Background: an optimization exercise with open tools, aiming at small area. Do not read the settings as production practice. The RTL was checked by simulation tests, not by an equivalence proof against the original design.

## red
==> flow/design.v (excerpt) <==
module snake_top (
    input  logic        clk25,
    input  logic        rst_n,
    input  logic        key_strobe,
    input  logic [7:0]  key_code,
    input  logic        step,
    input  logic [19:0] pix,
    output logic [11:0] rgb,
    output logic [12:0] head,
    output logic [12:0] apple,
    output logic [6:0]  score,
    output logic        dead
);
Size in the first run: about 1100 cells after synthesis, about 79 flip-flops, ~78 I/O pins.
export LEC_CHECK = 0
export ABC_AREA = 1
export CAP_MARGIN = 0
export CORE_MARGIN = 2
export CORE_UTILIZATION = 40
export GPL_TIMING_DRIVEN = 0
export PLACE_DENSITY = 0.6
export SETUP_SLACK_MARGIN = -0.35
export SLEW_MARGIN = 0
create_clock -name core_clock -period 10.0 [get_ports {clk25}]
standard.sh (not shown) runs the stock make flow with config.mk's settings and CLKGATE_MAP_FILE= SYNTH_SCRIPT=/design/flow/synth_recipe.tcl, a recipe that flattens the netlist after the stock synthesis.
==> flow/flow/run.sh <==
#!/bin/bash
# ORFS layout through standard.sh, with these changes to how it is made:
#  - synthesis: ABC maps the pixel path (pix -> rgb registers) for delay and
#    everything else for area (abc_pix.script, abc_area.script, ABC_AREA 1);
#  - port buffers are buf_1 cells;
#  - CTS inserts no dummy loads and uses clkbuf_4/clkbuf_8 buffers.
set -uo pipefail
rm -rf scripts_mod
cp -r "$FLOW_HOME/scripts" scripts_mod
cp flow/abc_area.script flow/abc_pix.script scripts_mod/
python3 flow/patch_synth.py scripts_mod/synth.tcl > patch.log 2>&1 || exit 1
export SCRIPTS_DIR=$PWD/scripts_mod
export BUFFER_PORTS_ARGS="-buffer_cell sky130_fd_sc_hd__buf_1"
export CTS_ARGS="-sink_clustering_enable -repair_clock_nets -dont_use_dummy_load -buf_list {sky130_fd_sc_hd__clkbuf_4 sky130_fd_sc_hd__clkbuf_8} -root_buf sky130_fd_sc_hd__clkbuf_8"
bash standard.sh > standard.log 2>&1
==> flow/flow/abc_area.script <==
strash
dch
amap
topo
stime -c
==> flow/flow/abc_pix.script <==
strash
dch
map -D 2000
topo
==> flow/flow/patch_synth.py <==
# Patch a copy of ORFS's synth.tcl: map the logic in the pixel input's cone
# (pix -> rgb registers) with a delay-driven ABC script first, then the rest
# with the area script.
import sys
p = sys.argv[1]
s = open(p).read()
old = "  log_cmd abc {*}$abc_args\n"
new = '''  set a_pix [lreplace $abc_args 1 1 $::env(SCRIPTS_DIR)/abc_pix.script]
  select -set pixl w:pix %co* t:sky130_fd_sc_hd__* %d
  log_cmd abc {*}$a_pix @pixl
  select -clear
  log_cmd abc {*}$abc_args
'''
assert s.count(old) == 1
open(p, 'w').write(s.replace(old, new))
red has completed all stages; timing, DRC and antenna checks passed.
What blue does differently from red at the input level:
- swapping -0.35 for -0.2 in SETUP_SLACK_MARGIN
Looking at blue and red, the routed wire length is a wash. Changes observed in blue relative to red: required arrival time at the worst endpoint moved down; global-route wire length before repair level.
#### Input delta (green over blue)
- SETUP_SLACK_MARGIN removed (was -0.2)
--- a/flow/flow/run.sh
+++ b/flow/flow/run.sh
@@ -13,3 +13,4 @@
 export BUFFER_PORTS_ARGS="-buffer_cell sky130_fd_sc_hd__buf_1"
 export CTS_ARGS="-sink_clustering_enable -repair_clock_nets -dont_use_dummy_load -buf_list {sky130_fd_sc_hd__clkbuf_4 sky130_fd_sc_hd__clkbuf_8} -root_buf sky130_fd_sc_hd__clkbuf_8"
+export SKIP_INCREMENTAL_REPAIR=1
 bash standard.sh > standard.log 2>&1
- No crash in green: every stage finished, but the layout fails its final checks due to setup timing.
- Compared with blue, in green aggregate routed wire length now sits lower, maximum clock rate went down by 4.6%.
- Compared blue against green; worst hold slack within noise.
- Final hold violation count: blue vs green, no meaningful difference
- green -> blue: fraction of synthesized cell area in xor and xnor cells delta 0, exact match
- On first-pass GRT wire length, green and blue are basically level.
- Compared green vs blue, and number of setup violations in the final report is up in green.
- blue ended up with reg2out as its type of the worst setup path; green ended up with in2reg.
- The number of instances resized during post-cts repair reported for green is greater than that of blue by 5.
Inputs modified between green and orange:
- a deleted GPL_TIMING_DRIVEN that had been 0
--- a/flow/flow/run.sh
+++ b/flow/flow/run.sh
@@ -13,4 +13,3 @@
 export BUFFER_PORTS_ARGS="-buffer_cell sky130_fd_sc_hd__buf_1"
 export CTS_ARGS="-sink_clustering_enable -repair_clock_nets -dont_use_dummy_load -buf_list {sky130_fd_sc_hd__clkbuf_4 sky130_fd_sc_hd__clkbuf_8} -root_buf sky130_fd_sc_hd__clkbuf_8"
-export SKIP_INCREMENTAL_REPAIR=1
 bash standard.sh > standard.log 2>&1
Notes after the runs:
In summary, orange completed successfully, with a layout that passed the timing, design-rule and antenna checks. Reported for orange and green, number of standard-cell rows in the floorplan turned out identical to the last digit. Diff green -> orange: count of endpoints failing setup in the final report dropped 1, cell area after layout climbed about 3.6%, layout-stage area growth over the synthesis result climbed 4.0 points. Route | orange vs green | wire longer in orange. Between orange and green, it is orange whose aggregate global-route resource usage is higher, by 0.42 points. In orange, the share of the core filled with cells came out 1.6 points above the value in green. Per the comparison of orange with green, worst setup slack before clock tree synthesis went up 1.58 ns, data arrival time at the worst-slack endpoint fell 0.63 ns.

-- what the ideal ports hide --
The flow's constraints put no driver on any port. The routed layouts listed below were extracted and timed again, unchanged, in two steps. Step 1, drivers: a clkbuf_16 drives clk25 and a buf_2 each remaining input, both assumed. Step 2 also shifts input and output timing later by t, the mid clock arrival at the registers, as if the neighbouring blocks saw the same clock. a / b / c = ideal / step 1 / step 2; a / b = the first two.
| run | t, ns | setup WS [ns] | worst setup path after step 2 | worst data-port slew with drivers (ns) | cell pins on the clock port's net |
|---|---|---|---|---|---|
| red | 0.419 | 0.258 / 0.276 / -0.144 | input to register | 0.03 | 1 |
| blue | 0.421 | 0.395 / 0.356 / -0.007 | input to register | 0.03 | 1 |
| green | 0.420 | -0.065 / -0.046 / -0.467 | input to register | 0.03 | 1 |
| orange | 0.417 | 0.627 / 0.584 / 0.231 | input to register | 0.04 | 1 |
Met with ideal ports but missed after step 2: setup timing in red and blue.
